This design comes from an exercise in tuning for small area, a short achievable clock period and few clock cycles per item on the open sky130 flow, not from production work. The RTL was checked by simulation tests, not by an equivalence proof against the original design. Power is estimated from default activity; no workload was simulated.

==> run a <==
==> flow/design.v (excerpt) <==
module fx_arith_top (
  input  logic             clk,
  input  logic             rst_n,
  input  logic             in_valid,
  output logic             in_ready,
  input  fx_pkg::fx_word_t num_a,     
  input  fx_pkg::fx_word_t num_b,     
  input  logic             op_mul,
  output logic             out_valid,
  input  logic             out_ready,
  output fx_pkg::fx_word_t result,
  output logic             overflow,
  output logic             precision_lost
);
Settings: LEC_CHECK=0, ABC_AREA=1, CAP_MARGIN=20, CORE_MARGIN=2, CORE_UTILIZATION=50, CTS_BUF_LIST=sky130_fd_sc_hd__clkbuf_4 sky130_fd_sc_hd__clkbuf_8, PLACE_DENSITY=0.7, SETUP_SLACK_MARGIN=2.1, SLEW_MARGIN=20; clock period 5.5 ns.
standard.sh (not shown) runs the stock make flow with config.mk's settings and CLKGATE_MAP_FILE= SYNTH_SCRIPT=/design/flow/synth_recipe.tcl, a recipe that flattens the netlist after the stock synthesis.
==> flow/flow/run.sh <==
#!/bin/bash
# Own layout flow: the standard flow, with the design's one-gate modules
# (full and half adders, Booth select gates, multiplexers) given as the
# cells they stand for. Everything else, registers included, goes through
# the standard synthesis unchanged. Ports are buffered with plain buffers
# rather than delay cells, the resizer may change a cell's footprint, and
# after global placement each register output with a large fanout gets a
# buffer (flow/bufregs.tcl).
set -euo pipefail
work=$(pwd)
python3 flow/subst.py design.v flow/cells.v > design_cells.v 2> subst.log
bash standard.sh VERILOG_FILES="$work/design_cells.v" \
  BUFFER_PORTS_ARGS="-buffer_cell sky130_fd_sc_hd__buf_1" \
  MATCH_CELL_FOOTPRINT=0 \
  POST_GLOBAL_PLACE_TCL="$work/flow/bufregs.tcl" finish > standard.log 2>&1
==> flow/flow/bufregs.tcl <==
# After global placement: give every register output that drives many pins a
# buffer of its own, so that the register (a weak edfxtp_1) drives one pin
# and the buffer drives the rest.
set nbuf 0
foreach inst [get_cells *] {
  if { [get_property $inst ref_name] ne "sky130_fd_sc_hd__edfxtp_1" } { continue }
  set q [get_pins -of_objects $inst -filter "direction == output"]
  set net [get_nets -of_objects $q]
  set loads [get_pins -of_objects $net -filter "direction == input"]
  if { [llength $loads] > 6 } {
    insert_buffer -buffer_cell sky130_fd_sc_hd__buf_4 -net [get_full_name $net]
    incr nbuf
  }
}
puts "bufregs: buffered $nbuf register outputs"
Other scripts of this flow, unchanged in this note and not shown: flow/flow/cells.v, flow/flow/subst.py
==> inputs of run b, as changes to run a <==
--- a/flow/flow/bufregs.tcl
+++ b/flow/flow/bufregs.tcl
@@ -10,3 +10,3 @@
   if { [llength $loads] > 6 } {
-    insert_buffer -buffer_cell sky130_fd_sc_hd__buf_4 -net [get_full_name $net]
+    insert_buffer -buffer_cell sky130_fd_sc_hd__buf_2 -net [get_full_name $net]
     incr nbuf
- CORE_UTILIZATION: 50 -> 40
- PLACE_DENSITY: 0.7 -> not set
==> inputs of run c, as changes to run a <==
==> flow/flow/run.sh (replaced) <==
#!/bin/bash
# Own layout flow: the standard flow, with the design's one-gate modules
# (full and half adders, Booth select gates) given as the cells they stand
# for. Everything else, registers included, goes through the standard
# synthesis unchanged. Ports are buffered with plain buffers rather than
# delay cells, and the resizer may change a cell's footprint.
set -euo pipefail
work=$(pwd)
python3 flow/subst.py design.v flow/cells.v > design_cells.v 2> subst.log
bash standard.sh VERILOG_FILES="$work/design_cells.v" \
  BUFFER_PORTS_ARGS="-buffer_cell sky130_fd_sc_hd__buf_1" \
  MATCH_CELL_FOOTPRINT=0 finish > standard.log 2>&1
- CORE_UTILIZATION: 50 -> 40
- PLACE_DENSITY: 0.7 -> not set
- SETUP_SLACK_MARGIN: 2.1 -> 1.2
removed: flow/flow/bufregs.tcl
==> notes <==
Run b produced a clean layout. Run a finished clean. Run c completed without violations.
In critical path depth, run b and run a do not differ.
Fmax, lowest first: run c, run a, run b.
Synthesized cell count is the same in run a and run c.
Sequential share of layout area: run a is lower than run c (1.3 points).
Testbench counts of run a, summed over its fixed seeds: cycles 12,016, items 12,000.
Testbench counts of run b, summed over its fixed seeds: cycles 12,016, items 12,000.
Testbench counts of run c, summed over its fixed seeds: cycles 12,016, items 12,000.

==> inputs of exp/umber <==
fx_arith_top, a different RTL version from the one above (not shown whole).
clock: 5.5 ns
lec_check: 0
abc_area: 1
cap_margin: 20
core_margin: 2
core_utilization: 40
slew_margin: 20
==> flow/flow/run.sh <==
#!/bin/bash
# Own layout flow: the standard flow, with the design's one-gate modules
# (full and half adders, Booth select gates) given as the cells they stand
# for. Everything else, registers included, goes through the standard
# synthesis unchanged. Ports are buffered with plain buffers rather than
# delay cells, and the resizer may change a cell's footprint.
set -euo pipefail
work=$(pwd)
python3 flow/subst.py design.v flow/cells.v > design_cells.v 2> subst.log
bash standard.sh VERILOG_FILES="$work/design_cells.v" \
  BUFFER_PORTS_ARGS="-buffer_cell sky130_fd_sc_hd__buf_1" \
  MATCH_CELL_FOOTPRINT=0 finish > standard.log 2>&1
==> flow/flow/cells.v <==
// Cell-level bodies for the design's one-gate modules. flow/run.sh puts
// these in place of the RTL bodies before synthesis, so that each module
// becomes exactly the cell named here; the function is the same.
module fx_fa (input a, input b, input c, output s, output co);
  sky130_fd_sc_hd__fa_1 u (.A(a), .B(b), .CIN(c), .SUM(s), .COUT(co));
endmodule

module fx_ha (input a, input b, output s, output co);
  sky130_fd_sc_hd__ha_1 u (.A(a), .B(b), .SUM(s), .COUT(co));
endmodule

module fx_hai (input a, input b, output s, output co);
  sky130_fd_sc_hd__xnor2_1 us (.A(a), .B(b), .Y(s));
  sky130_fd_sc_hd__or2_1 uc (.A(a), .B(b), .X(co));
endmodule

module fx_aoi22 (input a, input b, input c, input d, output y);
  sky130_fd_sc_hd__a22oi_1 u (.A1(a), .A2(b), .B1(c), .B2(d), .Y(y));
endmodule

module fx_xor2 (input a, input b, output y);
  sky130_fd_sc_hd__xor2_1 u (.A(a), .B(b), .X(y));
endmodule

module fx_xnor2 (input a, input b, output y);
  sky130_fd_sc_hd__xnor2_1 u (.A(a), .B(b), .Y(y));
endmodule
==> flow/flow/subst.py <==
#!/usr/bin/env python3
"""subst.py DESIGN CELLS: DESIGN with every module that CELLS defines taken
out, and CELLS appended, on stdout."""
import re
import sys

design = open(sys.argv[1]).read()
cells = open(sys.argv[2]).read()
names = re.findall(r'^\s*module\s+(\w+)', cells, re.M)
for n in names:
    pat = re.compile(r'^\s*module\s+' + n + r'\b.*?^\s*endmodule\b[^\n]*\n?', re.M | re.S)
    design, k = pat.subn('', design)
    print(f'{n}: replaced {k}', file=sys.stderr)
sys.stdout.write(design + '\n' + cells)
==> inputs of exp/yarrow, as changes to exp/umber <==
==> flow/flow/run.sh (replaced) <==
#!/bin/bash
# Own layout flow: the standard flow, with the design's one-gate modules
# (full and half adders, Booth select gates) given as the cells they stand
# for. Everything else, registers included, goes through the standard
# synthesis unchanged.
set -euo pipefail
work=$(pwd)
python3 flow/subst.py design.v flow/cells.v > design_cells.v 2> subst.log
bash standard.sh VERILOG_FILES="$work/design_cells.v" finish > standard.log 2>&1
==> results.txt <==
Outcome: exp/yarrow finished clean; exp/umber finished clean
Total power after layout: exp/yarrow 4.20 mW; exp/umber 3.91 mW
Layout filler cell count: exp/yarrow 1995; exp/umber 2005
Combinational share of power: exp/yarrow 0.790; exp/umber 0.773
Endpoint of the worst hold path: exp/yarrow precision_lost; exp/umber sum_y[1]
DP Area: exp/yarrow 0.00940 mm2; exp/umber 0.00896 mm2
Capturing point of the worst reg2reg path: exp/yarrow sum_y[15]; exp/umber sum_y[14]
Detailed-route wire length on metal 1: exp/yarrow 9970 um; exp/umber 10100 um
M1 GR Usage: exp/yarrow 0.301; exp/umber 0.303
Routed WL per cell: exp/yarrow 17.6 um; exp/umber 17.6 um
Area added between synthesis and finish: exp/yarrow 17.8%; exp/umber 12.4%
Post-route worst hold slack: exp/yarrow 0.845 ns; exp/umber 0.874 ns
Relative slew slack: exp/yarrow 0.523; exp/umber 0.504
Largest voltage drop on the vdd net: exp/yarrow 0.174 mV; exp/umber 0.213 mV
Power Sequential: exp/yarrow 611 uW; exp/umber 612 uW
Worst Path Max Fanout: exp/yarrow 13; exp/umber 16
Met2 usage: exp/yarrow 0.345; exp/umber 0.331
Total vias in the final route: exp/yarrow 6542; exp/umber 6534
Half-perimeter wire length of the detailed placement result: exp/yarrow 18000 um; exp/umber 17700 um
Worst clock skew: exp/yarrow 0.00795 ns; exp/umber 0.00822 ns
Buffers, non-clock: exp/yarrow 112; exp/umber 102
Layout Cells excl Fill: exp/yarrow 1248; exp/umber 1238
Seq/total area: exp/yarrow 0.115; exp/umber 0.121
Testbench counts of exp/umber, summed over its fixed seeds: cycles 12,008, items 12,000.
Testbench counts of exp/yarrow, summed over its fixed seeds: cycles 12,008, items 12,000.

[port drivers added, routing unchanged]
How much do the figures lean on ideal ports? The routed layouts below were timed once more, with nothing changed but the port constraints.
Step 1 assumes that a clkbuf_16 drives the clock port and a buf_2 every other input.
Step 2 times the ports against the registers' clock, not the clock port: input delays grow and output delays shrink by t, the midpoint of the rising clock arrivals with the driver on.
Three values: no drivers, after step 1, after step 2; two values: the first two.
| run | shift t [ns] | slack for setup (ns) | clock arrival spread, ns | slew at the worst register clock pin (ns) | worst data-port slew with drivers (ns) |
|---|---|---|---|---|---|
| run a | 0.428 | 2.015 / 2.015 / 2.015 | 0.017 / 0.017 | 0.10 / 0.10 | 0.04 |
| run b | 0.417 | 2.089 / 2.089 / 2.089 | 0.021 / 0.022 | 0.10 / 0.10 | 0.04 |
| run c | 0.420 | 1.710 / 1.710 / 1.710 | 0.016 / 0.016 | 0.10 / 0.10 | 0.03 |
| exp/umber | 0.316 | 0.568 / 0.582 / 0.266 | 0.009 / 0.009 | 0.06 / 0.06 | 0.05 |
| exp/yarrow | 0.315 | 0.285 / 0.297 / -0.018 | 0.010 / 0.009 | 0.06 / 0.06 | 0.04 |
Met with ideal ports but missed after step 2: setup timing in exp/yarrow. For exp/yarrow, which loses most, drivers alone change the setup slack by +0.012 ns; drivers and shift together by -0.303 ns.
